Context: an optimization exercise on an open-source flow, tuned for small area, a short achievable clock period and few clock cycles per item. The choices shown serve that exercise and are no tape-out recipe.
No run shown here included a check of the RTL's function; only the layout flow was run.

`flow/config.mk`:
```
export PLATFORM = sky130hd
export DESIGN_NAME = joystick_axes_to_cursor_motion_unit
export DESIGN_NICKNAME = joystick_axes_to_cursor_motion_unit
export VERILOG_FILES = /design/flow/design.v
export SDC_FILE = /design/flow/constraint.sdc
export NUM_CORES = 4
export LEC_CHECK = 0
export CAP_MARGIN = 20
export CORE_MARGIN = 2
export CORE_UTILIZATION = 55
export CTS_BUF_LIST = sky130_fd_sc_hd__clkbuf_8
export CTS_CLUSTER_SIZE = 40
export SETUP_SLACK_MARGIN = 5.0
export SLEW_MARGIN = 20
```
`flow/constraint.sdc`:
```
create_clock -name core_clock -period 8.0 [get_ports {clk}]
set_input_delay 1.6000 -clock core_clock [delete_from_list [all_inputs] [get_ports {clk}]]
set_output_delay 1.6000 -clock core_clock [all_outputs]
set_load 0.01 [all_outputs]
```
`flow/design.v`:
```
package jac_pkg;
    localparam int ADC_BITS_DEF = 10;
    localparam int SPD_W        = 8;
    localparam int NUM_AXES     = 4;
    localparam int OUT_W        = 40;
    localparam logic [6:0] TICK_MAX       = 7'd127;
    localparam logic [6:0] INTERVAL_RESET = 7'd100;
    localparam logic [7:0] MAX_SPEED_RESET = 8'd2;
    localparam logic [7:0] SPEED_DIV_RESET = 8'd20;
    localparam int LANE_LAT = 9;
endpackage
module jac_axis_lane (
    input  logic        clk,
    input  logic [10:0] diff,        
    input  logic [10:0] spn_n,       
    input  logic [10:0] spn_p,       
    input  logic [7:0]  ms1,         
    input  logic [9:0]  ms3,         
    input  logic [7:0]  dv1,         
    input  logic [9:0]  dv3,         
    output logic [7:0] speed,
    output logic       neg,
    output logic [7:0] uprod,        
    output logic       sat_g         
);
    localparam logic [6:0] PCT_FULL = 7'd100;
    function automatic logic fix(input logic a, input logic zero, input logic clamp,
                                 input int j);
        fix = zero ? 1'b0 : (clamp ? PCT_FULL[j] : a);
    endfunction
    function automatic logic [8:0] qstep4(input logic [6:0] rem, input logic [1:0] bb,
                                          input logic [7:0] d1, input logic [9:0] d3);
        logic [10:0] s1, s2, s3;
        logic [1:0]  k;
        logic [8:0]  t, r;
        t  = {rem, bb};
        s1 = {2'b0, t} - {3'b0, d1};
        s2 = {2'b0, t} - {2'b0, d1, 1'b0};
        s3 = {2'b0, t} - {1'b0, d3};
        if (!s3[10])      begin k = 2'd3; r = s3[8:0]; end
        else if (!s2[10]) begin k = 2'd2; r = s2[8:0]; end
        else if (!s1[10]) begin k = 2'd1; r = s1[8:0]; end
        else              begin k = 2'd0; r = t;       end
        qstep4 = {k, r[6:0]};
    endfunction
    function automatic logic [13:0] pstep4(input logic [11:0] hi, input logic [9:0] sp,
                                           input logic [11:0] sp3);
        logic [12:0] s1, s2, s3;
        logic [1:0]  k;
        logic [11:0] r;
        s1 = {1'b0, hi} - {3'b0, sp};
        s2 = {1'b0, hi} - {2'b0, sp, 1'b0};
        s3 = {1'b0, hi} - {1'b0, sp3};
        if (!s3[12])      begin k = 2'd3; r = s3[11:0]; end
        else if (!s2[12]) begin k = 2'd2; r = s2[11:0]; end
        else if (!s1[12]) begin k = 2'd1; r = s1[11:0]; end
        else              begin k = 2'd0; r = hi;       end
        pstep4 = {k, r};
    endfunction
    function automatic logic [9:0] msel(input logic [1:0] k, input logic [7:0] m1,
                                        input logic [9:0] m3);
        case (k)
            2'd0: msel = 10'd0;
            2'd1: msel = {2'b0, m1};
            2'd2: msel = {1'b0, m1, 1'b0};
            default: msel = m3;
        endcase
    endfunction
    logic        b_neg;
    logic [9:0]  b_dd;
    logic [10:0] b_spn;
    logic [11:0] b_cmp;
    always_comb
    begin
        b_neg = diff[10];
        b_dd  = diff[9:0] ^ {10{b_neg}};
        b_spn = b_neg ? spn_n : spn_p;
        b_cmp = {2'b0, b_dd} + {1'b0, ~b_spn} + {11'd0, b_neg} + 12'd1;
    end
    logic [16:0] rb_n;
    logic [9:0]  rb_sp;
    logic [11:0] rb_sp3;
    logic        rb_neg, rb_zero, rb_clamp;
    always_ff @(posedge clk)
    begin
        rb_n     <= {1'b0, b_dd, 6'd0} + {2'b0, b_dd, 5'd0} + {5'b0, b_dd, 2'd0}
                  + (b_neg ? 17'd100 : 17'd0);
        rb_sp    <= b_spn[9:0];
        rb_sp3   <= {2'b0, b_spn[9:0]} + {1'b0, b_spn[9:0], 1'b0};
        rb_neg   <= b_neg;
        rb_zero  <= b_spn[10] || (b_spn[9:0] == 10'd0);
        rb_clamp <= b_cmp[11];
    end
    logic [13:0] d1_p;
    always_comb
        d1_p = pstep4(rb_n[16:5], rb_sp, rb_sp3);
    logic [14:0] r1_r;
    logic [9:0]  r1_sp;
    logic [11:0] r1_sp3;
    logic        r1_neg, r1_zero, r1_clamp;
    logic [1:0]  r1_a;
    always_ff @(posedge clk)
    begin
        r1_r     <= {d1_p[9:0], rb_n[4:0]};
        r1_sp    <= rb_sp;
        r1_sp3   <= rb_sp3;
        r1_neg   <= rb_neg;
        r1_zero  <= rb_zero;
        r1_clamp <= rb_clamp;
        r1_a     <= {fix(d1_p[13], rb_zero, rb_clamp, 6), fix(d1_p[12], rb_zero, rb_clamp, 5)};
    end
    logic [13:0] d2_p;
    logic [8:0]  d2_q;
    always_comb
    begin
        d2_p = pstep4(r1_r[14:3], r1_sp, r1_sp3);
        d2_q = qstep4(7'd0, r1_a, dv1, dv3);
    end
    logic [12:0] r2_r;
    logic [9:0]  r2_sp;
    logic [11:0] r2_sp3;
    logic        r2_neg, r2_zero, r2_clamp;
    logic [1:0]  r2_a;
    logic [6:0]  r2_qr;
    logic [1:0]  r2_q;
    logic [9:0]  r2_z;
    always_ff @(posedge clk)
    begin
        r2_r     <= {d2_p[9:0], r1_r[2:0]};
        r2_sp    <= r1_sp;
        r2_sp3   <= r1_sp3;
        r2_neg   <= r1_neg;
        r2_zero  <= r1_zero;
        r2_clamp <= r1_clamp;
        r2_a     <= {fix(d2_p[13], r1_zero, r1_clamp, 4), fix(d2_p[12], r1_zero, r1_clamp, 3)};
        r2_qr    <= d2_q[6:0];
        r2_q     <= d2_q[8:7];
        r2_z     <= msel(r1_a, ms1, ms3);
    end
    logic [13:0] d3_p;
    logic [8:0]  d3_q;
    always_comb
    begin
        d3_p = pstep4(r2_r[12:1], r2_sp, r2_sp3);
        d3_q = qstep4(r2_qr, r2_a, dv1, dv3);
    end
    logic [10:0] r3_r;
    logic [9:0]  r3_sp;
    logic        r3_neg, r3_zero, r3_clamp;
    logic [1:0]  r3_a;
    logic [6:0]  r3_qr;
    logic [3:0]  r3_q;
    logic [11:0] r3_z;
    always_ff @(posedge clk)
    begin
        r3_r     <= {d3_p[9:0], r2_r[0]};
        r3_sp    <= r2_sp;
        r3_neg   <= r2_neg;
        r3_zero  <= r2_zero;
        r3_clamp <= r2_clamp;
        r3_a     <= {fix(d3_p[13], r2_zero, r2_clamp, 2), fix(d3_p[12], r2_zero, r2_clamp, 1)};
        r3_qr    <= d3_q[6:0];
        r3_q     <= {r2_q, d3_q[8:7]};
        r3_z     <= {r2_z, 2'b0} + {2'b0, msel(r2_a, ms1, ms3)};
    end
    logic [11:0] d4_c;
    logic [8:0]  d4_q;
    always_comb
    begin
        d4_c = {1'b0, r3_r} - {2'b0, r3_sp};
        d4_q = qstep4(r3_qr, r3_a, dv1, dv3);
    end
    logic        r4_neg, r4_a0;
    logic [6:0]  r4_qr;
    logic [5:0]  r4_q;
    logic [13:0] r4_z;
    always_ff @(posedge clk)
    begin
        r4_neg <= r3_neg;
        r4_a0  <= fix(!d4_c[11], r3_zero, r3_clamp, 0);
        r4_qr  <= d4_q[6:0];
        r4_q   <= {r3_q, d4_q[8:7]};
        r4_z   <= {r3_z, 2'b0} + {4'b0, msel(r3_a, ms1, ms3)};
    end
    logic [8:0] d5_t;
    always_comb
        d5_t = {1'b0, r4_qr, r4_a0} - {1'b0, dv1};
    logic        r5_neg;
    logic [6:0]  r5_q;
    logic [14:0] r5_z;
    always_ff @(posedge clk)
    begin
        r5_neg <= r4_neg;
        r5_q   <= {r4_q, !d5_t[8]};
        r5_z   <= {r4_z, 1'b0} + (r4_a0 ? {7'b0, ms1} : 15'd0);
    end
    logic [14:0] f1_pp [7];
    logic [14:0] f1_s1, f1_c1, f1_s2, f1_c2, f1_s3, f1_c3, f1_s4, f1_c4, f1_s5, f1_c5;
    logic        f1_hi;
    always_comb
    begin
        f1_hi = 1'b0;
        for (int i = 0; i < 7; i++)
        begin
            f1_pp[i] = r5_q[i] ? 15'({r5_z, 7'd0} >> (7 - i)) : 15'd0;
            f1_pp[i][14] = 1'b0;
            f1_hi = f1_hi || (r5_q[i] && ((r5_z >> (14 - i)) != 15'd0));
        end
        f1_s1 = f1_pp[0] ^ f1_pp[1] ^ f1_pp[2];
        f1_c1 = ((f1_pp[0] & f1_pp[1]) | (f1_pp[0] & f1_pp[2]) | (f1_pp[1] & f1_pp[2])) << 1;
        f1_s2 = f1_pp[3] ^ f1_pp[4] ^ f1_pp[5];
        f1_c2 = ((f1_pp[3] & f1_pp[4]) | (f1_pp[3] & f1_pp[5]) | (f1_pp[4] & f1_pp[5])) << 1;
        f1_s3 = f1_s1 ^ f1_c1 ^ f1_pp[6];
        f1_c3 = ((f1_s1 & f1_c1) | (f1_s1 & f1_pp[6]) | (f1_c1 & f1_pp[6])) << 1;
        f1_s4 = f1_s2 ^ f1_c2 ^ f1_s3;
        f1_c4 = ((f1_s2 & f1_c2) | (f1_s2 & f1_s3) | (f1_c2 & f1_s3)) << 1;
        f1_s5 = f1_s4 ^ f1_c4 ^ f1_c3;
        f1_c5 = ((f1_s4 & f1_c4) | (f1_s4 & f1_c3) | (f1_c4 & f1_c3)) << 1;
        f1_hi = f1_hi || f1_s1[14] || f1_c1[14] || f1_s2[14] || f1_c2[14] || f1_s3[14]
              || f1_c3[14] || f1_s4[14] || f1_c4[14] || f1_s5[14] || f1_c5[14];
    end
    logic        r6_neg, r6_sat;
    logic [13:0] r6_s, r6_c;
    always_ff @(posedge clk)
    begin
        r6_neg <= r5_neg;
        r6_sat <= f1_hi;
        r6_s   <= f1_s5[13:0];
        r6_c   <= f1_c5[13:0];
    end
    logic [14:0] f2_x;
    logic [11:0] f2_y;
    logic [16:0] f2_t1, f2_t2, f2_t3, f2_t4, f2_s1, f2_c1, f2_s2, f2_c2;
    always_comb
    begin
        f2_x  = {1'b0, r6_s} + {1'b0, r6_c};
        f2_y  = f2_x[13:2];
        f2_t1 = {f2_y, 5'd0};
        f2_t2 = {2'b0, f2_y, 3'd0};
        f2_t3 = {5'b0, f2_y};
        f2_t4 = ~{10'd0, f2_y[11:5]};
        f2_s1 = f2_t1 ^ f2_t2 ^ f2_t3;
        f2_c1 = ((f2_t1 & f2_t2) | (f2_t1 & f2_t3) | (f2_t2 & f2_t3)) << 1;
        f2_s2 = f2_s1 ^ f2_c1 ^ f2_t4;
        f2_c2 = ((f2_s1 & f2_c1) | (f2_s1 & f2_t4) | (f2_c1 & f2_t4)) << 1;
    end
    logic        r7_neg, r7_sat;
    logic [16:0] r7_ps, r7_pc;
    always_ff @(posedge clk)
    begin
        r7_neg <= r6_neg;
        r7_sat <= r6_sat || (f2_x >= 15'd12800);
        r7_ps  <= f2_s2;
        r7_pc  <= f2_c2 | {16'd0, f2_y[4:0] == 5'd0};
    end
    logic [16:0] g_p;
    logic [6:0]  g_s;
    logic [7:0]  g_pp [4];
    always_comb
    begin
        g_p = r7_ps + r7_pc;
        g_s = g_p[16:10] | {7{r7_sat}};
        for (int i = 0; i < 4; i++)
        begin
            case ((i < 3) ? g_s[2*i +: 2] : {1'b0, g_s[6]})
                2'd0: g_pp[i] = 8'd0;
                2'd1: g_pp[i] = 8'(dv1 << (2 * i));
                2'd2: g_pp[i] = 8'(dv1 << (2 * i + 1));
                default: g_pp[i] = 8'(dv3 << (2 * i));
            endcase
        end
    end
    logic [6:0] r8_s;
    logic       r8_neg;
    logic [7:0] r8_pp0;
    logic [7:2] r8_pp1;
    logic [7:4] r8_pp2;
    logic [7:6] r8_pp3;
    always_ff @(posedge clk)
    begin
        r8_s   <= g_s;
        r8_neg <= r7_neg;
        r8_pp0 <= g_pp[0];
        r8_pp1 <= g_pp[1][7:2];
        r8_pp2 <= g_pp[2][7:4];
        r8_pp3 <= g_pp[3][7:6];
    end
    assign sat_g = r7_sat;
    logic [7:0] h_pp [4];
    logic [7:0] h_s1, h_c1, h_s2, h_c2;
    always_comb
    begin
        speed = r8_neg ? 8'(-{1'b0, r8_s}) : {1'b0, r8_s};
        neg   = r8_neg;
        h_pp[0] = r8_pp0;
        h_pp[1] = {r8_pp1, 2'b0};
        h_pp[2] = {r8_pp2, 4'b0};
        h_pp[3] = {r8_pp3, 6'b0};
        h_s1 = h_pp[0] ^ h_pp[1] ^ h_pp[2];
        h_c1 = ((h_pp[0] & h_pp[1]) | (h_pp[0] & h_pp[2]) | (h_pp[1] & h_pp[2])) << 1;
        h_s2 = h_s1 ^ h_c1 ^ h_pp[3];
        h_c2 = ((h_s1 & h_c1) | (h_s1 & h_pp[3]) | (h_c1 & h_pp[3])) << 1;
        uprod = h_s2 + h_c2;
    end
endmodule
import jac_pkg::*;
module joystick_axes_to_cursor_motion_unit #(
    parameter int ADC_BITS = jac_pkg::ADC_BITS_DEF
) (
    input  logic                          clk,
    input  logic                          rst_n,
    input  logic                          s_axis_tvalid,
    output logic                          s_axis_tready,
    input  logic [((4*ADC_BITS+8)/8)*8-1:0] s_axis_tdata,
    output logic                          m_axis_tvalid,
    input  logic                          m_axis_tready,
    output logic [jac_pkg::OUT_W-1:0]     m_axis_tdata,
    input  logic                          cfg_we,
    input  logic [2:0]                    cfg_addr,
    input  logic [(ADC_BITS > 8 ? ADC_BITS : 8)-1:0] cfg_data
);
    localparam int QD = 6;               
    localparam int FD = LANE_LAT + 4;    
    logic [9:0] origin_reg [NUM_AXES];
    logic [9:0] amin_reg, amax_reg;
    logic [7:0] max_speed_reg, speed_div_reg;
    logic [6:0] ticks_reg, interval_reg;
    logic       rdy_reg;
    logic       pend_reg;            
    logic [FD-1:0] fed_reg;          
    logic       ivl_wait_reg;        
    logic       allow1_reg;          
    logic       spec_reg;            
    logic       spec_fed_reg;        
    logic       early_reg;           
    logic       dfix_reg;            
    logic       dfix_s_reg;          
    logic       dfix_fed_reg;        
    logic [1:0] rb_cnt_reg;          
    logic       res_done_reg;        
    logic [QD-1:0] q_v, q_upd, q_prs;  
    logic          out_valid_reg, out_upd_reg, out_prs_reg;
    logic [35:0]   out_res_reg;
    logic [9:0]  smp_reg [NUM_AXES];
    logic [7:0]  spd_reg [3];
    logic [7:0]  spd3_reg;
    logic [7:0]  u1_reg;             
    logic        n1_reg;             
    logic        xz_reg;             
    logic [10:0] dif_reg;            
    logic [10:0] spn_n_reg, spn_p_reg;  
    logic [9:0]  rsel, osel;
    logic [10:0] p_diff, s_diff, s_spn_n, s_spn_p;
    logic        use_port;
    logic [3:0]  flag_reg;           
    logic [7:0]  lane_speed, lane_uprod;
    logic        lane_neg;
    logic [7:0]  dv1_reg;            
    logic [9:0]  dv3_reg, ms3_reg;   
    logic [6:0]  ivl127_reg;         
    logic        nz127_reg;          
    logic        lane_sat;
    logic [7:0]  u127, m127;
    always_ff @(posedge clk)
    begin
        dv1_reg <= (speed_div_reg == 8'd0) ? 8'd1 : speed_div_reg;
        dv3_reg <= (speed_div_reg == 8'd0) ? 10'd3
                 : {2'b0, speed_div_reg} + {1'b0, speed_div_reg, 1'b0};
        ms3_reg <= {2'b0, max_speed_reg} + {1'b0, max_speed_reg, 1'b0};
        ivl127_reg <= (m127 >= 8'd100) ? 7'd1 : 7'(8'd100 - m127);
        nz127_reg  <= u127 != 8'd0;
    end
    always_comb
    begin
        u127 = {dv1_reg[0], 7'd0} - dv1_reg;
        m127 = u127[7] ? 8'(-u127) : u127;
    end
    jac_axis_lane u_lane (
        .clk       (clk),
        .diff      (dif_reg),
        .spn_n     (spn_n_reg),
        .spn_p     (spn_p_reg),
        .ms1       (max_speed_reg),
        .ms3       (ms3_reg),
        .dv1       (dv1_reg),
        .dv3       (dv3_reg),
        .speed     (lane_speed),
        .neg       (lane_neg),
        .uprod     (lane_uprod),
        .sat_g     (lane_sat)
    );
    logic       in_fire, report;
    logic [6:0] ticks_inc;
    logic       out_take, out_load, feed_go, res_last;
    logic       cap_x, cap_y, cap_x2;
    logic       head_ok;
    logic [QD-1:0] q_v_next, q_upd_next, q_prs_next, q_kept;
    logic       ivl_s, ivl_x, ivl_y, resolve, spec_keep, spec_drop, res_win, ivl_one;
    logic       ivl_wait_next, allow1_next, spec_next, spec_fed_next;
    logic       early_next, pend_next;
    logic [6:0] ticks_next, ivl_after;
    logic [FD-1:0] fed_next;
    logic       smp_free_next;
    logic [7:0] m_sel, m_mag;
    logic signed [7:0] vx;
    logic [6:0] ivl_new;
    always_comb
    begin
        in_fire   = s_axis_tvalid && rdy_reg;
        ticks_inc = (ticks_reg == TICK_MAX) ? TICK_MAX : ticks_reg + 7'd1;
        report    = ivl_wait_reg ? !allow1_reg : (ticks_reg >= interval_reg);
        out_take  = out_valid_reg && m_axis_tready;
        cap_x     = fed_reg[LANE_LAT];
        cap_y     = fed_reg[LANE_LAT + 1];
        cap_x2    = fed_reg[LANE_LAT + 2];
        res_last  = fed_reg[LANE_LAT + 3];
        head_ok   = q_v[0] && (!q_upd[0] || res_done_reg || res_last);
        out_load  = head_ok && (!out_valid_reg || m_axis_tready);
        ivl_s   = fed_reg[LANE_LAT - 1] && lane_sat && nz127_reg && !dfix_reg;
        ivl_x   = cap_y && (u1_reg != 8'd0) && !early_reg;
        ivl_y   = cap_x2 && xz_reg && (u1_reg != 8'd0) && !early_reg;
        resolve = ivl_s || ivl_x || (cap_x2 && !early_reg);
        m_sel     = u1_reg;
        m_mag     = m_sel[7] ? 8'(-m_sel) : m_sel;
        ivl_new   = (m_mag >= 8'd100) ? 7'd1 : 7'(8'd100 - m_mag);
        ivl_after = ivl_s ? ivl127_reg : (ivl_x || ivl_y) ? ivl_new : interval_reg;
        vx        = n1_reg ? 8'(-u1_reg) : u1_reg;
        ivl_one   = ivl_s ? (ivl127_reg == 7'd1)
                  : (ivl_x || ivl_y) ? (u1_reg >= 8'd99 && u1_reg <= 8'd157)
                  : (interval_reg == 7'd1);
        spec_keep = resolve && spec_reg && ivl_one;
        spec_drop = resolve && spec_reg && !ivl_one;
        res_win   = fed_reg[LANE_LAT - 1] || cap_y || cap_x2;
        feed_go   = (pend_reg || (in_fire && report)) && !(spec_reg && res_win)
                 && !fed_reg[0] && !fed_reg[1] && !fed_reg[2]
                 && (rb_cnt_reg == 2'd0
                     || (rb_cnt_reg == 2'd1 && q_upd[0] && (!out_valid_reg || m_axis_tready)));
        for (int i = 0; i < QD; i++)
        begin
            q_kept[i] = out_load ? ((i < QD - 1) ? q_v[(i + 1) % QD] : 1'b0) : q_v[i];
            if (q_kept[i])
            begin
                q_upd_next[i] = out_load ? q_upd[(i + 1) % QD] : q_upd[i];
                q_prs_next[i] = out_load ? q_prs[(i + 1) % QD] : q_prs[i];
            end
            else
            begin
                q_upd_next[i] = report;
                q_prs_next[i] = !s_axis_tdata[NUM_AXES*ADC_BITS];
            end
            q_v_next[i] = q_kept[i] || (in_fire && (i == 0 || q_kept[(i + QD - 1) % QD]));
        end
        if (dfix_reg)
            for (int i = 1; i < QD; i++)
                if (q_v[i] && (i == QD - 1 || !q_v[(i + 1) % QD]))
                begin
                    if (out_load)
                        q_upd_next[i - 1] = 1'b0;
                    else
                        q_upd_next[i] = 1'b0;
                end
        fed_next = {fed_reg[FD-2:0], feed_go};
        if (dfix_reg)
        begin
            fed_next[LANE_LAT-3:2] = '0;
            if (!dfix_s_reg)
                fed_next[LANE_LAT+2:LANE_LAT-2] = '0;
        end
        pend_next = (pend_reg || (in_fire && report)) && !feed_go && !spec_drop;
        ticks_next = ticks_reg;
        if (in_fire)
            ticks_next = report ? 7'd0 : ticks_inc;
        if (spec_drop)
            ticks_next = 7'd2;
        ivl_wait_next = ivl_wait_reg;
        allow1_next   = allow1_reg;
        spec_next     = spec_reg;
        spec_fed_next = spec_fed_reg || (spec_reg && feed_go);
        if (resolve)
        begin
            if (spec_keep)
            begin
                spec_next   = 1'b0;
                allow1_next = 1'b1;
            end
            else
            begin
                ivl_wait_next = 1'b0;
                spec_next     = 1'b0;
            end
        end
        if (in_fire)
        begin
            if (!ivl_wait_reg)
            begin
                ivl_wait_next = report;
                allow1_next   = report;
            end
            else if (allow1_reg)
                allow1_next   = 1'b0;
            else
            begin
                spec_next     = 1'b1;
                spec_fed_next = feed_go;
            end
        end
        if (!spec_next)
            spec_fed_next = 1'b0;
        early_next = cap_x2 ? 1'b0 : (ivl_s || ivl_x) ? 1'b1 : early_reg;
        smp_free_next = !pend_next && !fed_next[0] && !fed_next[1];
    end
    always_ff @(posedge clk or negedge rst_n)
    begin
        if (!rst_n)
        begin
            ticks_reg     <= '0;
            interval_reg  <= INTERVAL_RESET;
            rdy_reg       <= 1'b1;
            pend_reg      <= 1'b0;
            fed_reg       <= '0;
            ivl_wait_reg  <= 1'b0;
            allow1_reg    <= 1'b0;
            spec_reg      <= 1'b0;
            spec_fed_reg  <= 1'b0;
            early_reg     <= 1'b0;
            dfix_reg      <= 1'b0;
            dfix_s_reg    <= 1'b0;
            dfix_fed_reg  <= 1'b0;
            rb_cnt_reg    <= '0;
            res_done_reg  <= 1'b0;
            q_v           <= '0;
            q_upd         <= '0;
            q_prs         <= '0;
            out_valid_reg <= 1'b0;
            out_upd_reg   <= 1'b0;
            out_prs_reg   <= 1'b0;
            for (int i = 0; i < NUM_AXES; i++)
                origin_reg[i] <= 10'd512;
            amin_reg      <= '0;
            amax_reg      <= 10'd1023;
            max_speed_reg <= MAX_SPEED_RESET;
            speed_div_reg <= SPEED_DIV_RESET;
        end
        else
        begin
            ticks_reg <= ticks_next;
            if (ivl_s || ivl_x || ivl_y)
                interval_reg <= ivl_after;
            rdy_reg      <= !q_v_next[QD-1]
                         && (resolve || !ivl_wait_next || allow1_next
                             || (!spec_next && ticks_next == 7'd1 && smp_free_next
                                 && !fed_next[LANE_LAT-1] && !fed_next[LANE_LAT+1]
                                 && !fed_next[LANE_LAT+2]));
            ivl_wait_reg <= ivl_wait_next;
            allow1_reg   <= allow1_next;
            spec_reg     <= spec_next;
            spec_fed_reg <= spec_fed_next;
            early_reg    <= early_next;
            pend_reg <= pend_next;
            fed_reg  <= fed_next;
            rb_cnt_reg <= rb_cnt_reg + 2'(feed_go) - 2'(out_load && q_upd[0])
                        - 2'(dfix_reg && dfix_fed_reg);
            dfix_reg     <= spec_drop;
            dfix_s_reg   <= ivl_s;
            dfix_fed_reg <= spec_fed_reg;
            if (out_load && q_upd[0])
                res_done_reg <= 1'b0;
            else if (res_last)
                res_done_reg <= 1'b1;
            q_v   <= q_v_next;
            q_upd <= q_upd_next;
            q_prs <= q_prs_next;
            if (out_load)
            begin
                out_valid_reg <= 1'b1;
                out_upd_reg   <= q_upd[0];
                out_prs_reg   <= q_prs[0];
            end
            else if (m_axis_tready)
                out_valid_reg <= 1'b0;
            if (cfg_we)
            begin
                case (cfg_addr)
                    3'd0: origin_reg[0] <= cfg_data[9:0];
                    3'd1: origin_reg[1] <= cfg_data[9:0];
                    3'd2: origin_reg[2] <= cfg_data[9:0];
                    3'd3: origin_reg[3] <= cfg_data[9:0];
                    3'd4: amin_reg      <= cfg_data[9:0];
                    3'd5: amax_reg      <= cfg_data[9:0];
                    3'd6: max_speed_reg <= cfg_data[7:0];
                    3'd7: speed_div_reg <= cfg_data[7:0];
                    default: ;
                endcase
            end
        end
    end
    always_ff @(posedge clk)
    begin
        if (in_fire && report)
            for (int i = 0; i < NUM_AXES; i++)
                smp_reg[i] <= s_axis_tdata[i*ADC_BITS +: ADC_BITS];
        if (cap_x)
            spd_reg[0] <= lane_speed;
        if (cap_y)
        begin
            spd_reg[1]    <= lane_speed;
            flag_reg[1:0] <= {vx < -8'sd5, vx > 8'sd5};
            xz_reg        <= u1_reg == 8'd0;
        end
        if (cap_x2)
        begin
            spd_reg[2] <= lane_speed;
            flag_reg[3:2] <= {vx < -8'sd5, vx > 8'sd5};
        end
        if (out_load)
            out_res_reg <= q_upd[0] ? {flag_reg, res_last ? lane_speed : spd3_reg, spd_reg[2],
                                       spd_reg[1], spd_reg[0]}
                                    : 36'd0;
    end
    always_ff @(posedge clk)
        if (res_last)
            spd3_reg <= lane_speed;
    always_comb
    begin
        if (fed_reg[0])
        begin
            rsel = smp_reg[1];
            osel = origin_reg[1];
        end
        else if (fed_reg[1])
        begin
            rsel = smp_reg[2];
            osel = origin_reg[2];
        end
        else if (fed_reg[2])
        begin
            rsel = smp_reg[3];
            osel = origin_reg[3];
        end
        else
        begin
            rsel = smp_reg[0];
            osel = origin_reg[0];
        end
        use_port = !fed_reg[0] && !fed_reg[1] && !fed_reg[2] && !pend_reg;
        p_diff   = {1'b0, s_axis_tdata[ADC_BITS-1:0]} - {1'b0, origin_reg[0]};
        s_diff   = {1'b0, rsel} - {1'b0, osel};
        s_spn_n  = {1'b0, osel} - {1'b0, amin_reg};
        s_spn_p  = {1'b0, amax_reg} - {1'b0, osel};
    end
    always_ff @(posedge clk)
    begin
        u1_reg <= lane_uprod;
        n1_reg <= lane_neg;
        dif_reg   <= use_port ? p_diff : s_diff;
        spn_n_reg <= s_spn_n;
        spn_p_reg <= s_spn_p;
    end
    assign s_axis_tready = rdy_reg;
    assign m_axis_tvalid = out_valid_reg;
    assign m_axis_tdata  = {2'b00, out_upd_reg, out_prs_reg, out_res_reg};
endmodule
```
`flow/flow/run.sh`:
```
#!/bin/bash
# Standard ORFS layout (the standard.sh, standard synthesis unchanged),
# except that the port buffers inserted before global placement are buf_2
# cells instead of the cell buffer_ports picks by default, and clock tree
# synthesis uses clkbuf_8 cells without dummy loads.
set -euo pipefail
export BUFFER_PORTS_ARGS="-buffer_cell sky130_fd_sc_hd__buf_2"
export CTS_ARGS="-sink_clustering_enable -repair_clock_nets -dont_use_dummy_load -buf_list sky130_fd_sc_hd__clkbuf_8 -sink_clustering_size 40"
bash standard.sh finish > standard_finish.log 2>&1
```
`flow/standard.sh`:
```
#!/bin/bash
# synth_recipe.tcl (not shown) runs the flow's synth.tcl, then flattens the netlist and writes it again
# the make line also repeats each setting of config.mk as NAME=value (left out here)
make -C /OpenROAD-flow-scripts/flow DESIGN_CONFIG=/design/flow/config.mk WORK_HOME=/design/flow/orfs CLKGATE_MAP_FILE= SYNTH_SCRIPT=/design/flow/synth_recipe.tcl "${@:-finish}"
```
==> run_results.csv, run 1 <==
group,metric,value,unit
yosys,netlist_area,36800,sq um
critical_path,crit_fanout,6,
sta,rsz0062_at_grt,"true",
yosys,synth-edff-count,105,
yosys,postSynthCellCount,3679,
sta,hold_ws,0.299,ns
placed_design,gp_congestion,0.878,
yosys,synthAdderAreaFrac,18.4,%
global_route,grt_overflow_total,0,
yosys,synth-seq-cells,649,
hold_path,holdPathStages,0,
floorplanning,fp.coreArea,66000,sq um
cells_and_area,drive_above_1_share,16.8,%
routing,wirelength,85300,um
routing,num_vias,26700,
sta,period_minus_slack,3.24,ns
critical_path,rrSetupSlack,4.76,ns
sta,slew_headroom,30.7,%
critical_path,r2r_start,"dif_reg[10]",
yosys,synth_compound_area_share,13.9,%
sta,hold_viol,0,
critical_path,setup.worst_path.class,"reg -> reg",
sta,max_freq,0.309,GHz
global_route,grt_max_degree,75,
cts,path_clk_slew,0.06,ns
job,cap_viol_max_count,0,
critical_path,start_kind,"flip-flop",
critical_path,crit_family,"adder cells",
floorplanning,num_rows,94,
floorplanning,ios,108,
yosys,synth_mux_area_share,4.86,%
floorplanning,start_util,55.7,%
yosys,synth_top_area_share,22.2,%
placed_design,port-buffer-count,98,
cts,cts_tree,"built",
critical_path,crit_chain,"buf_12 > xor2_4 > fa_1 > ha_4 > ha_4 > a31oi_4 > o21bai_1 > a21oi_2 > o21ai_2 > or4_4 > a31o_4 > a21oi_2 > xnor2_1",
cts,ctsHtreeMaxLevel,3,
cells_and_area,nFillCells,5481,
cells_and_area,fin_util,63.3,%
floorplanning,design.die.area,68900,sq um
sta,worst_pin_slew,1.03,ns
critical_path,r2r_end,"u_lane.rb_n[16]",
yosys,synth_seq_area_share,40.1,%
yosys,synthXorXnorAreaFrac,5.07,%
cts,cts_inserted_buffers,106,
yosys,synth_top_area_cell,"dfxtp_1",
cts,clock_latency,0.69,ns
routing,dr.pass1.iters,7,
sta,setup_viol,0,
hold_path,min_path_type,"reg -> reg",
yosys,synth_top_family_by_area,"adder cells",
routing,drtAntennaViolNets,0,
placed_design,dpl.cell_count,4562,
critical_path,cp.required,8.60,ns
global_route,grt_pass1_vias,27600,
sta,post-route-period-util,40.5,%
cells_and_area,layout.nets,4465,
yosys,ys.flop_type,"dfxtp_1",
critical_path,cp-end-kind,"flip-flop",
hold_path,worstHoldEndpoint,"u_lane.r3_q[2]",
sta,clock_skew,0.0804,ns
global_route,grt_antenna_before_repair,5,
cts,cts-root-buf,"clkbuf_8",
critical_path,worstPathArrival,3.84,ns
global_route,grt.total_usage,24.7,%
floorplanning,die_x,263,um
floorplanning,die_h,263,um
hold_path,min_from,"u_lane.r2_q[0]",
routing,wl_per_cell,17.9,um
yosys,synthTopCellsByArea,"dfxtp_1 22%, ha_1 13%, edfxtp_1 8.6%",
yosys,yosys_warnings,8,
global_route,grt_pass1_wl,139000,um
cells_and_area,final_cell_count_no_fill,4779,
critical_path,max_stage_delay,0.58,ns
sta,slew_viol_final,0,
sta,tns,0,ns
cts,cts.sinks,649,
critical_path,crit_path_top_delay_cell,"fa_1",
critical_path,path_buf_inv,1,
routing,viasPerCell,5.58,
critical_path,reg2reg_depth,13,
routing,remaining_drc_errors,0,
yosys,yosys.cell_types.count,95,
yosys,synthSimpleGateAreaFrac,12.7,%
yosys,async_flop_share,21.1,%
cts,clock_path_buffers,3,
routing,drtIter0Drc,1292,
cells_and_area,area_delta_synth_final,13.6,%
placed_design,place_hpwl,63400,um
yosys,syn_avg_cell_area,10.0,sq um
cts,cts_hold_buf,0,
outcome,status,"complete, no violations",
-- timing repair --
item,4_1_cts,5_1_grt
cloned,4,1
hold endpoints to repair,0,0
gates resized for setup,110,150
pin swaps,37,55
buffers inserted,49,56
setup endpoints to repair,105,107
-- cell type report --
| cell class | instances | area [sq um] | area share, % |
|---|---|---|---|
| Multi-Input combinational cell | 2566 | 21300 | 51.0 |
| Sequential cell | 649 | 14800 | 35.4 |
| Antenna cell | 1 | 2.50 | 0.00599 |
| Clock buffer | 106 | 1460 | 3.49 |
| Tap cell | 864 | 1080 | 2.59 |
| Inverter | 364 | 1400 | 3.35 |
| Timing Repair Buffer | 229 | 1730 | 4.15 |
-- routing by layer --
metal,GRT usage (%),share of wire [%],up-vias
met4,6.37,2.4,0
met1,32.4,46,12900
met3,3.58,3.6,151
met5,0,0,-
met2,42.7,48,493
li1,-,-,13200
-- kinds of logic (layout without fill, tap and decap cells) --
logic type               after synthesis  in the layout
buffers and inverters                466            699
adder cells (fa/ha/maj)              483            483
multiplexers                         168            168
XOR/XNOR                             212            212
AND/OR/NAND/NOR                      928            929
AO/OA/AOI/OAI                        772            772
flip-flops                           649            649
other                                  1              3
-- worst register-to-register path, stage by stage, from the launching register on --
cell and delay [ns]:
dfxtp_4 0.37, buf_12 0.16, xor2_4 0.17, fa_1 0.58, ha_4 0.21, ha_4 0.22, a31oi_4 0.17, o21bai_1 0.09
a21oi_2 0.16, o21ai_2 0.08, or4_4 0.44, a31o_4 0.24, a21oi_2 0.14, xnor2_1 0.12
-- metrics by stage --
| stage | instance area (sq um) | setup slack, ns |
|---|---|---|
| floorplan | 37100 | 4.65 |
| finish | 41800 | 4.76 |
| global placement | 38400 | 4.35 |
| detailed placement | 38400 | 4.32 |
| CTS | 40800 | 4.67 |
| global route | 41800 | 4.65 |
-- layout by cell type (no fill, tap or decap), types with 32 or more instances in the layout --
cell,n
and2_1,125
mux2_2,75
xor2_1,53
nor2b_1,76
buf_4,107
inv_1,346
nand2b_1,58
clkbuf_8,106
nor2_1,218
o21a_1,37
xnor2_1,144
nor3_1,61
nand2_1,218
buf_2,96
mux2i_1,82
a21oi_1,148
ha_1,362
fa_1,89
edfxtp_1,105
o21ai_0,135
o21ai_1,32
a21o_1,59
dfrtp_1,112
dfxtp_1,395
-- cell usage after synthesis, drive strengths merged, types with 9 or more instances --
cell,instances
or2,18
a211oi,36
nor2b,84
a31oi,20
o21a,39
o21ai,189
dfrtp,116
a221oi,15
o221ai,9
a21boi,23
nor3,67
dfxtp,407
nand3,30
nor2,226
buf,31
a21o,60
xor2,65
clkbuf,71
or3,21
nand2b,60
and2,126
dfstp,21
a22o,15
o31a,26
nand2,222
nor4,9
xnor2,147
mux2,82
o21bai,26
inv,361
o31ai,11
a21oi,171
nand4,14
edfxtp,105
and3,13
nand3b,9
mux2i,86
ha,385
o211ai,27
o22ai,11
o2bb2ai,11
fa,98
-- how the worst max path moves through the flow --
| stage | endpoint | cells after the start | from | slack, ns |
|---|---|---|---|---|
| after floorplan | rb_cnt_reg[1] | 10 | m_axis_tready | 4.65 |
| after global placement | u_lane.rb_n[16] | 13 | dif_reg[10] | 4.35 |
| after detailed placement | u_lane.rb_n[16] | 13 | dif_reg[10] | 4.32 |
| after CTS | u_lane.rb_n[16] | 13 | dif_reg[10] | 4.67 |
| after global routing | u_lane.rb_n[16] | 13 | dif_reg[10] | 4.65 |
| final | u_lane.rb_n[16] | 13 | dif_reg[10] | 4.76 |
==> inputs of run 2 (changes only) <==
--- a/flow/design.v
+++ b/flow/design.v
@@ -624,22 +624,8 @@
     begin
-        if (fed_reg[0])
-        begin
-            rsel = smp_reg[1];
-            osel = origin_reg[1];
-        end
-        else if (fed_reg[1])
-        begin
-            rsel = smp_reg[2];
-            osel = origin_reg[2];
-        end
-        else if (fed_reg[2])
-        begin
-            rsel = smp_reg[3];
-            osel = origin_reg[3];
-        end
-        else
-        begin
-            rsel = smp_reg[0];
-            osel = origin_reg[0];
-        end
+        rsel = ({10{fed_reg[0]}} & smp_reg[1]) | ({10{fed_reg[1]}} & smp_reg[2])
+             | ({10{fed_reg[2]}} & smp_reg[3])
+             | ({10{!fed_reg[0] && !fed_reg[1] && !fed_reg[2]}} & smp_reg[0]);
+        osel = ({10{fed_reg[0]}} & origin_reg[1]) | ({10{fed_reg[1]}} & origin_reg[2])
+             | ({10{fed_reg[2]}} & origin_reg[3])
+             | ({10{!fed_reg[0] && !fed_reg[1] && !fed_reg[2]}} & origin_reg[0]);
         use_port = !fed_reg[0] && !fed_reg[1] && !fed_reg[2] && !pend_reg;
==> run 2 against run 1 <==
Cell count decreased by 0.50%; critical path depth grew 2; clock skew fell by 0.0030 ns; hold slack better by 0.0094 ns; die area is 1.1% lower; via count decreased by 0.15%; sequential cell count unchanged; first-iteration DRC count rose by 15%.
==> run_results.csv, run 2 <==
group,metric,value,unit
outcome,status,"complete, no violations",
critical_path,crit_path_top_delay_cell,"a222oi_1",
critical_path,crit_chain,"buf_12 > a222oi_1 > nand2_1 > buf_6 > buf_6 > buf_6 > fa_2 > a21o_1 > a21oi_2 > o21bai_1 > a21oi_2 > o21bai_1 > a21oi_2 > nor2_1 > a211oi_2",
yosys,netlist_top_cells_count,"407 x dfxtp_1, 385 x ha_1, 365 x inv_1",
sta,max_freq,0.290,GHz
global_route,grt_antenna_before_repair,4,
critical_path,max_stage_delay,0.70,ns
yosys,yosys.cell_types.count,90,
sta,post-route-period-util,43.0,%
yosys,synth-edff-count,105,
sta,period_minus_slack,3.44,ns
routing,dr.pass1.iters,5,
critical_path,crit_fanout,4,
floorplanning,ios,108,
sta,worst_pin_slew,0.852,ns
sta,setup_viol,0,
routing,drtIter0Drc,1482,
cts,cts_tree,"built",
critical_path,path_buf_inv,4,
placed_design,port-buffer-count,98,
routing,remaining_drc_errors,0,
yosys,yosysMostFrequentCell,"dfxtp_1",
routing,viasPerCell,5.60,
sta,tns,0,ns
critical_path,cp-end-kind,"flip-flop",
cts,clock_path_buffers,3,
sta,slew_headroom,43.2,%
sta,slew_viol_final,0,
yosys,netlist_area,36400,sq um
floorplanning,design.die.area,68200,sq um
cts,cts_hold_buf,0,
yosys,yosys_warnings,8,
yosys,synth_top_area_cell,"dfxtp_1",
yosys,async_flop_share,21.1,%
floorplanning,fp.coreArea,65600,sq um
yosys,synth_seq_area_share,40.6,%
sta,rsz0062_at_grt,"true",
yosys,synth_top_area_share,22.4,%
cts,cts-root-buf,"clkbuf_8",
global_route,grt.total_usage,25.2,%
routing,wirelength,86700,um
cts,cts_inserted_buffers,107,
global_route,grt_overflow_total,0,
cells_and_area,final_common_cell,"dfxtp_1",
yosys,ys.flop_type,"dfxtp_1",
sta,hold_viol,0,
floorplanning,die_x,261,um
routing,drtAntennaViolNets,0,
placed_design,gp_congestion,0.834,
floorplanning,die_h,261,um
floorplanning,num_rows,94,
yosys,synth-seq-cells,649,
global_route,grt_pass1_wl,139000,um
cts,ctsHtreeMaxLevel,3,
critical_path,start_kind,"flip-flop",
cells_and_area,area_delta_synth_final,14.8,%
sta,clock_skew,0.0773,ns
global_route,grt_max_degree,75,
cells_and_area,layout_common_cells,"387 x dfxtp_1, 362 x ha_1, 348 x inv_1",
critical_path,setup.worst_path.class,"reg -> reg",
critical_path,worstPathArrival,4.01,ns
cts,cts.sinks,649,
cells_and_area,drive_above_1_share,17.9,%
global_route,grt_pass1_vias,27100,
cells_and_area,layout.nets,4439,
yosys,syn_avg_cell_area,10.0,sq um
yosys,synthTopCellsByArea,"dfxtp_1 22%, ha_1 13%, edfxtp_1 8.7%",
routing,num_vias,26600,
job,cap_viol_max_count,0,
hold_path,min_path_type,"reg -> reg",
critical_path,crit_family,"compound AO/OA/AOI/OAI gates",
yosys,postSynthCellCount,3623,
critical_path,cp.required,8.56,ns
cts,clock_latency,0.71,ns
placed_design,place_hpwl,63600,um
routing,wl_per_cell,18.2,um
floorplanning,start_util,55.4,%
cts,path_clk_slew,0.06,ns
run 2: cell families after synthesis:
kind of cell,count (synthesis),share of synthesized area (%)
simple gates,914,12.7
xor+xnor,215,5.18
mux,141,4.14
flops,649,40.6
other cells,1,0.0103
fa+ha+maj,483,18.6
compound gates,760,13.8
buf+inv,460,4.88
run 2: routing by layer:
layer  vias to the layer above  wire length (um)  global-route usage [%]
met5                         -                 0                       0
met4                         0              2840                    8.41
met3                       161              3440                    3.60
met2                       564             40200                    41.4
met1                     12900             40200                    34.4
li1                      13000                 -                       -
run 2: worst paths after layout:
path                                         from           endpoint  slack [ns]  cells past startpoint
worst max-delay path                   fed_reg[0]      spn_n_reg[10]        4.56                     15
worst min-delay path            u_lane.r1_sp3[11]  u_lane.r2_sp3[11]        0.31                      0
worst max register to register         fed_reg[0]      spn_n_reg[10]        4.56                     15
worst min register to register  u_lane.r1_sp3[11]  u_lane.r2_sp3[11]        0.31                      0
max in group asynchronous                   rst_n        fed_reg[11]        5.64                      2
min in group asynchronous                   rst_n        amin_reg[0]        0.91                      1
run 2: final cells by class:
class                           instances  area [sq um]
Fill cell                            5411         23900
Multi-Input combinational cell       2516         21100
Sequential cell                       649         14800
Timing Repair Buffer                  247          1860
Clock buffer                          107          1470
Inverter                              369          1440
Tap cell                              864          1080
Antenna cell                            3          7.51
run 2: timing repair:
item                                    in CTS  in global routing
resized for setup                          146                164
pin swaps                                   44                 86
cloned                                       2                  1
endpoints found under the setup margin     117                109
buffers inserted                            69                 56
run 2: metrics by stage:
stage	cells	util [%]	area, sq um	hold slack [ns]	worst slack [ns]
floorplan	3624	-	36700	0.310	4.40
global placement	4517	57.9	38000	0.312	3.94
detailed placement	4517	57.9	38000	0.312	3.92
CTS	4695	61.9	40600	0.300	4.47
global route	4754	63.6	41700	0.317	4.49
finish	4755	63.6	41700	0.309	4.56
==> inputs of run 3 (changes only) <==
--- a/flow/design.v
+++ b/flow/design.v
@@ -13,5 +13,5 @@
     input  logic        clk,
-    input  logic [10:0] diff,        
-    input  logic [10:0] spn_n,       
-    input  logic [10:0] spn_p,       
+    input  logic        sneg,        
+    input  logic [9:0]  dd,          
+    input  logic [10:0] span,        
     input  logic [7:0]  ms1,         
@@ -68,13 +68,5 @@
     endfunction
-    logic        b_neg;
-    logic [9:0]  b_dd;
-    logic [10:0] b_spn;
     logic [11:0] b_cmp;
     always_comb
-    begin
-        b_neg = diff[10];
-        b_dd  = diff[9:0] ^ {10{b_neg}};
-        b_spn = b_neg ? spn_n : spn_p;
-        b_cmp = {2'b0, b_dd} + {1'b0, ~b_spn} + {11'd0, b_neg} + 12'd1;
-    end
+        b_cmp = {2'b0, dd} + {1'b0, ~span} + {11'd0, sneg} + 12'd1;
     logic [16:0] rb_n;
@@ -85,8 +77,8 @@
     begin
-        rb_n     <= {1'b0, b_dd, 6'd0} + {2'b0, b_dd, 5'd0} + {5'b0, b_dd, 2'd0}
-                  + (b_neg ? 17'd100 : 17'd0);
-        rb_sp    <= b_spn[9:0];
-        rb_sp3   <= {2'b0, b_spn[9:0]} + {1'b0, b_spn[9:0], 1'b0};
-        rb_neg   <= b_neg;
-        rb_zero  <= b_spn[10] || (b_spn[9:0] == 10'd0);
+        rb_n     <= {1'b0, dd, 6'd0} + {2'b0, dd, 5'd0} + {5'b0, dd, 2'd0}
+                  + (sneg ? 17'd100 : 17'd0);
+        rb_sp    <= span[9:0];
+        rb_sp3   <= {2'b0, span[9:0]} + {1'b0, span[9:0], 1'b0};
+        rb_neg   <= sneg;
+        rb_zero  <= span[10] || (span[9:0] == 10'd0);
         rb_clamp <= b_cmp[11];
@@ -349,4 +341,5 @@
     logic        xz_reg;             
-    logic [10:0] dif_reg;            
-    logic [10:0] spn_n_reg, spn_p_reg;  
+    logic        sneg_reg;           
+    logic [9:0]  dd_reg;             
+    logic [10:0] spn_reg;            
     logic [9:0]  rsel, osel;
@@ -379,5 +372,5 @@
         .clk       (clk),
-        .diff      (dif_reg),
-        .spn_n     (spn_n_reg),
-        .spn_p     (spn_p_reg),
+        .sneg      (sneg_reg),
+        .dd        (dd_reg),
+        .span      (spn_reg),
         .ms1       (max_speed_reg),
@@ -640,5 +633,14 @@
         n1_reg <= lane_neg;
-        dif_reg   <= use_port ? p_diff : s_diff;
-        spn_n_reg <= s_spn_n;
-        spn_p_reg <= s_spn_p;
+        if (use_port)
+        begin
+            sneg_reg <= p_diff[10];
+            dd_reg   <= p_diff[9:0] ^ {10{p_diff[10]}};
+            spn_reg  <= p_diff[10] ? s_spn_n : s_spn_p;
+        end
+        else
+        begin
+            sneg_reg <= s_diff[10];
+            dd_reg   <= s_diff[9:0] ^ {10{s_diff[10]}};
+            spn_reg  <= s_diff[10] ? s_spn_n : s_spn_p;
+        end
     end
==> run 3 against run 2 <==
Sequential share of layout area is 0.17 points lower; first-iteration DRC count is 13% higher; sequential cell count decreased by 11; wire length up 1.2%; synthesized cell count unchanged; maximum frequency up 0.54%; hold slack worse by 0.037 ns; clock skew grew 0.0073 ns; critical path depth down 3; register-to-register slack improved by 0.02 ns.
==> run_results.csv, run 3 <==
group,metric,value,unit
routing,drtAntennaViolNets,0,
global_route,grt_pass1_vias,26900,
routing,wirelength,87700,um
outcome,status,"complete, no violations",
global_route,grt_max_degree,74,
cells_and_area,drive_above_1_share,17.3,%
floorplanning,num_rows,94,
yosys,yosysMostFrequentCell,"dfxtp_1",
routing,drtIter0Drc,1682,
critical_path,rrSetupSlack,4.58,ns
sta,max_freq,0.292,GHz
hold_path,min_path_type,"reg -> reg",
cells_and_area,multiInputGateArea,21100,sq um
yosys,netlist_area,36400,sq um
routing,num_vias,26800,
yosys,synth_top_area_cell,"dfxtp_1",
critical_path,setup.worst_path.start,"fed_reg[0]",
floorplanning,ios,108,
cells_and_area,layout.nets,4425,
critical_path,cp.required,8.55,ns
global_route,grt_use_met2,42.0,%
global_route,grt_antenna_before_repair,1,
critical_path,setup.worst_path.class,"reg -> reg",
floorplanning,fp.coreArea,65600,sq um
critical_path,endpoint,"spn_reg[1]",
sta,slew_headroom,31.2,%
yosys,postSynthCellCount,3623,
yosys,yosys.cell_types.count,95,
yosys,netlist_top_cells_count,"396 x dfxtp_1, 386 x ha_1, 354 x inv_1",
global_route,gr-usage-met3,3.45,%
floorplanning,die_x,261,um
cts,ctsHtreeMaxLevel,3,
critical_path,crit_fanout,8,
yosys,syn_avg_cell_area,10.1,sq um
yosys,synthTopCellsByArea,"dfxtp_1 22%, ha_1 13%, edfxtp_1 8.7%",
placed_design,placed_cell_area,38000,sq um
yosys,ys.flop_type,"dfxtp_1",
sta,slew_viol_final,0,
routing,remaining_drc_errors,0,
global_route,grt_overflow_total,0,
sta,fin_ws,4.58,ns
floorplanning,design.die.area,68300,sq um
placed_design,pre_cts_ws,3.72,ns
cells_and_area,final_cell_count_no_fill,4737,
cells_and_area,final_cell_area,41300,sq um
critical_path,start_kind,"flip-flop",
routing,viasPerCell,5.66,
critical_path,r2r_start,"fed_reg[0]",
cts,cts_inserted_buffers,106,
hold_path,min_from,"u_lane.r2_q[0]",
cts,cts-root-buf,"clkbuf_8",
critical_path,reg2reg_depth,12,
placed_design,gp_congestion,0.886,
yosys,synth-edff-count,105,
sta,tns,0,ns
critical_path,worstPathArrival,3.97,ns
sta,clock_skew,0.0846,ns
placed_design,port-buffer-count,98,
sta,hold_viol,0,
sta,worst_pin_slew,1.03,ns
yosys,synth_top_area_share,21.8,%
routing,wl_per_cell,18.5,um
cts,clock_latency,0.71,ns
critical_path,r2r_end,"spn_reg[1]",
yosys,async_flop_share,21.5,%
sta,hold_ws,0.271,ns
cells_and_area,fin_util,63.0,%
placed_design,dpl.cell_count,4518,
sta,post-route-period-util,42.8,%
yosys,yosys_warnings,8,
floorplanning,start_util,55.5,%
critical_path,cp-end-kind,"flip-flop",
sta,period_minus_slack,3.42,ns
cells_and_area,final_common_cell,"ha_1",
cells_and_area,layout_common_cells,"374 x ha_1, 373 x dfxtp_1, 337 x inv_1",
cts,cts.sinks,638,
cells_and_area,regArea,14600,sq um
cts,cts_tree,"built",
floorplanning,die_h,261,um
cts,path_clk_slew,0.05,ns
global_route,grt-busiest-layer,"met2",
global_route,grt_use_met1,35.3,%
cells_and_area,nFillCells,5464,
cts,cts_hold_buf,0,
yosys,synth-seq-cells,638,
cts,clock_path_buffers,3,
sta,setup_viol,0,
yosys,synth_seq_area_share,39.9,%
global_route,grt.total_usage,25.5,%
routing,dr.pass1.iters,5,
global_route,grt_pass1_wl,139000,um
placed_design,place_hpwl,64600,um
cells_and_area,area_delta_synth_final,13.5,%
job,cap_viol_max_count,0,
sta,rsz0062_at_grt,"true",
-- run 3: cell types whose count changed after synthesis, sizes merged, moves of 9 or more --
| cell | before | now |
|---|---|---|
| a211oi | 23 | 33 |
| dfxtp | 407 | 396 |
| inv | 366 | 354 |
| nand2b | 55 | 42 |
| nor2 | 199 | 215 |
| xnor2 | 137 | 159 |
| xor2 | 78 | 69 |
-- run 3: repair_timing --
action,4_1_cts,5_1_grt
cloned,4,3
resized for setup,156,116
buffers inserted,59,45
pin swaps,43,51
setup endpoints to repair,109,111
-- run 3: worst min path at each step --
stage / cells after the start / endpoint
4_1_cts: 0 / u_lane.r3_q[2]
5_1_grt: 0 / u_lane.r3_q[2]
3_5_place_dp: 0 / u_lane.r5_q[1]
6_report: 0 / u_lane.r3_q[2]
3_3_place_gp: 0 / u_lane.r5_q[5]
2_1_floorplan: 0 / u1_reg[0]
-- run 3: kinds of logic (layout without fill, tap and decap cells) --
family          count (synthesis)  after routing  synth area share (%)
compound gates                751            753                  13.8
xor+xnor                      228            228                  5.48
fa+ha+maj                     486            486                  18.8
buf+inv                       446            690                  4.76
flops                         638            638                  39.9
mux                           147            147                  4.30
other cells                     1              4                0.0103
simple gates                  926            927                  13.0
-- run 3: critical path, stage by stage (launching register included) --
cell and delay (ns):
dfrtp_2 0.42, buf_12 0.15, buf_4 0.14, a222oi_1 0.55, nand2_2 0.19, inv_2 0.14
ha_2 0.30, nor3_1 0.40, o41ai_2 0.14, buf_4 0.18, mux2i_4 0.18, buf_6 0.18
mux2_4 0.30
-- run 3: area by class of cell --
class	count	share of cell area, %
clock buffers	106	3.53
inverters	357	3.37
flip-flops and latches	638	35.3
diodes	2	0.0121
well taps	864	2.62
multi-input cells	2543	51.1
repair inverters	1	0.0212
repair buffers	226	4.00
-- run 3: layer usage --
metal | up-vias | part of all wire [%]
li1 | 13100 | -
met1 | 13000 | 47
met4 | 0 | 2.5
met5 | - | 0
met2 | 572 | 46
met3 | 143 | 4.1
==> inputs of run 4 (changes only) <==
--- a/flow/design.v
+++ b/flow/design.v
@@ -13,5 +13,5 @@
     input  logic        clk,
-    input  logic        sneg,        
-    input  logic [9:0]  dd,          
+    input  logic [9:0]  delta,       
     input  logic [10:0] span,        
+    input  logic        sneg,        
     input  logic [7:0]  ms1,         
@@ -68,5 +68,5 @@
     endfunction
-    logic [11:0] b_cmp;
+    logic [10:0] b_cmp;
     always_comb
-        b_cmp = {2'b0, dd} + {1'b0, ~span} + {11'd0, sneg} + 12'd1;
+        b_cmp = {1'b0, delta} - {1'b0, span[9:0]};
     logic [16:0] rb_n;
@@ -77,4 +77,3 @@
     begin
-        rb_n     <= {1'b0, dd, 6'd0} + {2'b0, dd, 5'd0} + {5'b0, dd, 2'd0}
-                  + (sneg ? 17'd100 : 17'd0);
+        rb_n     <= {1'b0, delta, 6'd0} + {2'b0, delta, 5'd0} + {5'b0, delta, 2'd0};
         rb_sp    <= span[9:0];
@@ -83,3 +82,3 @@
         rb_zero  <= span[10] || (span[9:0] == 10'd0);
-        rb_clamp <= b_cmp[11];
+        rb_clamp <= !b_cmp[10];
     end
@@ -341,7 +340,7 @@
     logic        xz_reg;             
-    logic        sneg_reg;           
-    logic [9:0]  dd_reg;             
+    logic [9:0]  dlt_reg;            
     logic [10:0] spn_reg;            
+    logic        sneg_reg;           
     logic [9:0]  rsel, osel;
-    logic [10:0] p_diff, s_diff, s_spn_n, s_spn_p;
+    logic [10:0] p_diff, p_ndiff, s_diff, s_ndiff, s_spn_n, s_spn_p;
     logic        use_port;
@@ -372,5 +371,5 @@
         .clk       (clk),
-        .sneg      (sneg_reg),
-        .dd        (dd_reg),
+        .delta     (dlt_reg),
         .span      (spn_reg),
+        .sneg      (sneg_reg),
         .ms1       (max_speed_reg),
@@ -617,11 +616,27 @@
     begin
-        rsel = ({10{fed_reg[0]}} & smp_reg[1]) | ({10{fed_reg[1]}} & smp_reg[2])
-             | ({10{fed_reg[2]}} & smp_reg[3])
-             | ({10{!fed_reg[0] && !fed_reg[1] && !fed_reg[2]}} & smp_reg[0]);
-        osel = ({10{fed_reg[0]}} & origin_reg[1]) | ({10{fed_reg[1]}} & origin_reg[2])
-             | ({10{fed_reg[2]}} & origin_reg[3])
-             | ({10{!fed_reg[0] && !fed_reg[1] && !fed_reg[2]}} & origin_reg[0]);
+        if (fed_reg[0])
+        begin
+            rsel = smp_reg[1];
+            osel = origin_reg[1];
+        end
+        else if (fed_reg[1])
+        begin
+            rsel = smp_reg[2];
+            osel = origin_reg[2];
+        end
+        else if (fed_reg[2])
+        begin
+            rsel = smp_reg[3];
+            osel = origin_reg[3];
+        end
+        else
+        begin
+            rsel = smp_reg[0];
+            osel = origin_reg[0];
+        end
         use_port = !fed_reg[0] && !fed_reg[1] && !fed_reg[2] && !pend_reg;
         p_diff   = {1'b0, s_axis_tdata[ADC_BITS-1:0]} - {1'b0, origin_reg[0]};
+        p_ndiff  = {1'b0, origin_reg[0]} - {1'b0, s_axis_tdata[ADC_BITS-1:0]};
         s_diff   = {1'b0, rsel} - {1'b0, osel};
+        s_ndiff  = {1'b0, osel} - {1'b0, rsel};
         s_spn_n  = {1'b0, osel} - {1'b0, amin_reg};
@@ -636,3 +651,3 @@
             sneg_reg <= p_diff[10];
-            dd_reg   <= p_diff[9:0] ^ {10{p_diff[10]}};
+            dlt_reg  <= p_diff[10] ? p_ndiff[9:0] : p_diff[9:0];
             spn_reg  <= p_diff[10] ? s_spn_n : s_spn_p;
@@ -642,3 +657,3 @@
             sneg_reg <= s_diff[10];
-            dd_reg   <= s_diff[9:0] ^ {10{s_diff[10]}};
+            dlt_reg  <= s_diff[10] ? s_ndiff[9:0] : s_diff[9:0];
             spn_reg  <= s_diff[10] ? s_spn_n : s_spn_p;
==> run 4 against run 3 <==
Utilization is 1.0 points lower; global-route usage barely moved; via count up 1.7%; sequential share of layout area shrank 0.14 points; area after synthesis up 1.7%; die area up 1.7%; critical path type unchanged; cell area rose by 0.32%.
==> run_results.csv, run 4 <==
group,metric,value,unit
global_route,grt.total_usage,25.5,%
critical_path,cp.required,8.51,ns
cts,cts_inserted_buffers,106,
cts,cts.sinks,638,
global_route,gr-usage-met3,3.26,%
cells_and_area,final_common_cell,"dfxtp_1",
global_route,grt_use_met1,33.9,%
sta,slew_headroom,33.2,%
yosys,synth_mux_area_share,4.55,%
routing,viasPerCell,5.62,
hold_path,worstHoldEndpoint,"u_lane.r1_r[2]",
sta,period_minus_slack,3.98,ns
floorplanning,die_x,264,um
global_route,grt_max_degree,77,
global_route,grt_antenna_before_repair,3,
yosys,yosys_warnings,8,
yosys,synth_top_family_by_area,"adder cells",
cells_and_area,layout_common_cells,"378 x dfxtp_1, 370 x inv_1, 370 x ha_1",
hold_path,holdPathStages,0,
yosys,synth-seq-cells,638,
yosys,synth_top_area_share,21.4,%
routing,dr.pass1.iters,5,
hold_path,min_from,"u_lane.rb_n[2]",
critical_path,r2r_end,"dlt_reg[6]",
placed_design,place_hpwl,65800,um
yosys,synth_seq_area_share,39.2,%
cells_and_area,fin_util,62.0,%
yosys,synthAdderAreaFrac,18.3,%
sta,slew_viol_final,0,
yosys,ys.flop_type,"dfxtp_1",
yosys,synth_top_area_cell,"dfxtp_1",
yosys,yosysMostFrequentCell,"dfxtp_1",
sta,post-route-period-util,49.7,%
critical_path,cp-end-kind,"flip-flop",
cts,cts_hold_buf,0,
sta,clock_skew,0.0917,ns
cts,cts_tree,"built",
yosys,synthXorXnorAreaFrac,4.68,%
cts,ctsHtreeMaxLevel,3,
routing,num_vias,27300,
cells_and_area,area_delta_synth_final,11.9,%
critical_path,rrSetupSlack,4.02,ns
critical_path,reg2reg_depth,15,
sta,rsz0062_at_grt,"true",
outcome,status,"complete, no violations",
floorplanning,design.die.area,69400,sq um
routing,wirelength,89500,um
cts,clock_path_buffers,3,
global_route,grt-busiest-layer,"met2",
global_route,grt_use_met2,43.0,%
sta,max_freq,0.251,GHz
routing,wl_per_cell,18.4,um
hold_path,min_path_type,"reg -> reg",
yosys,syn_avg_cell_area,9.81,sq um
floorplanning,ios,108,
yosys,synthTopCellsByArea,"dfxtp_1 21%, ha_1 13%, edfxtp_1 8.5%",
routing,remaining_drc_errors,0,
routing,drtIter0Drc,1574,
routing,drtAntennaViolNets,0,
critical_path,start_kind,"flip-flop",
cells_and_area,drive_above_1_share,15.0,%
placed_design,port-buffer-count,98,
yosys,yosys.cell_types.count,98,
job,cap_viol_max_count,0,
floorplanning,die_h,264,um
sta,setup_viol,0,
yosys,async_flop_share,21.5,%
yosys,synth_compound_area_share,14.9,%
yosys,synthSimpleGateAreaFrac,13.1,%
cells_and_area,layout.nets,4530,
critical_path,r2r_start,"fed_reg[2]",
yosys,postSynthCellCount,3774,
sta,hold_ws,0.316,ns
global_route,grt_overflow_total,0,
floorplanning,start_util,55.4,%
placed_design,gp_congestion,0.864,
global_route,grt_pass1_wl,144000,um
critical_path,setup.worst_path.class,"reg -> reg",
sta,worst_pin_slew,1.00,ns
cts,clock_latency,0.72,ns
critical_path,worstPathArrival,4.49,ns
floorplanning,num_rows,95,
cts,path_clk_slew,0.06,ns
sta,hold_viol,0,
global_route,grt_pass1_vias,28000,
critical_path,crit_fanout,7,
yosys,netlist_top_cells_count,"396 x dfxtp_1, 381 x ha_1, 379 x inv_1",
sta,tns,0,ns
yosys,synth-edff-count,105,
floorplanning,fp.coreArea,66900,sq um
yosys,netlist_area,37000,sq um
cts,cts-root-buf,"clkbuf_8",
-- run 4: cell count changes in the layout (fill, tap and decap cells not counted), moves of 17 or more --
cell / change
a21oi_1: +44
a21oi_2: -18
a222oi_1: -20
inv_1: +33
nor2_1: -17
nor2b_1: +27
o21ai_0: +52
o31a_1: +17
-- run 4: final cells by class --
cell class              count  area (sq um)
repair buffers            210          1520
multi-input cells        2642         21300
clock buffers             106          1460
inverters                 384          1500
diodes                      2          5.00
flip-flops and latches    638         14600
well taps                 873          1090
fillers                  5657         25500
-- run 4: layer usage --
metal  up-vias  wire length, um
met3       184             3290
met5         -                0
met4         0             3110
met2       535            41700
li1      13400                -
met1     13100            41400
-- run 4: stage by stage --
stage / worst slack (ns) / cells / area (sq um)
floorplan: 4.23 / 3775 / 37300
global placement: 3.27 / 4656 / 38600
detailed placement: 3.25 / 4656 / 38600
CTS: 3.99 / 4803 / 40700
global route: 3.87 / 4855 / 41500
finish: 4.02 / 4855 / 41500
-- run 4: cell families after synthesis --
logic type               after synthesis
flip-flops                           638
adder cells (fa/ha/maj)              482
buffers and inverters                496
other                                  1
AO/OA/AOI/OAI                        851
XOR/XNOR                             198
multiplexers                         158
AND/OR/NAND/NOR                      950
-- run 4: worst max path at each step --
stage	startpoint	end	slack [ns]	depth (start not counted)
2_1_floorplan	s_axis_tdata[0]	dlt_reg[9]	4.23	12
3_3_place_gp	s_axis_tdata[0]	dlt_reg[8]	3.27	12
3_5_place_dp	s_axis_tdata[0]	dlt_reg[8]	3.25	12
4_1_cts	fed_reg[2]	dlt_reg[6]	3.99	15
5_1_grt	fed_reg[2]	dlt_reg[6]	3.87	15
6_report	fed_reg[2]	dlt_reg[6]	4.02	15
-- run 4: timing repair --
action,CTS,global route
resized for setup,91,90
gates cloned,3,0
buffers inserted,38,50
setup endpoints to repair,105,103
pin swaps,21,32
-- run 4: worst max-delay path: stages, from the launching register on --
cell,delay (ns)
dfrtp_2,0.43
buf_12,0.16
buf_16,0.14
a211oi_2,0.17
o31a_1,0.28
inv_2,0.09
ha_4,0.17
fa_2,0.35
nand3b_1,0.26
a2111oi_4,0.47
o32ai_4,0.16
mux2_4,0.33
a221o_1,0.35
o21bai_1,0.19
xnor2_1,0.15
mux2i_1,0.10

[static timing again, ports no longer ideal]
How much do the figures lean on ideal ports? The routed layouts below were timed once more, with nothing changed but the port constraints. Step 1: set_driving_cell puts a clkbuf_16 on clk and a buf_2 on each other input, an assumption about the parent block. Step 2 adds t to the input delays and takes it off the output delays; t is the mean of the earliest and latest rising clock arrival at the registers after step 1. Input paths then give back, and output paths get back, about the clock's delay inside the block. Slacks: ideal ports / drivers / drivers and shift; pairs: ideal ports / drivers.
run	t (ns)	setup slack, ns	hold WS [ns]
run 1	0.713	4.760 / 4.760 / 4.380	0.299 / 0.299 / 0.299
run 2	0.728	4.557 / 4.557 / 3.882	0.309 / 0.309 / 0.309
run 3	0.727	4.575 / 4.575 / 3.931	0.271 / 0.271 / 0.271
run 4	0.742	4.023 / 4.023 / 3.580	0.316 / 0.316 / 0.316
After both steps setup and hold are still met in every run listed. For run 2, which loses most, drivers alone change the setup slack by 0.000 ns; drivers and shift together by -0.675 ns.
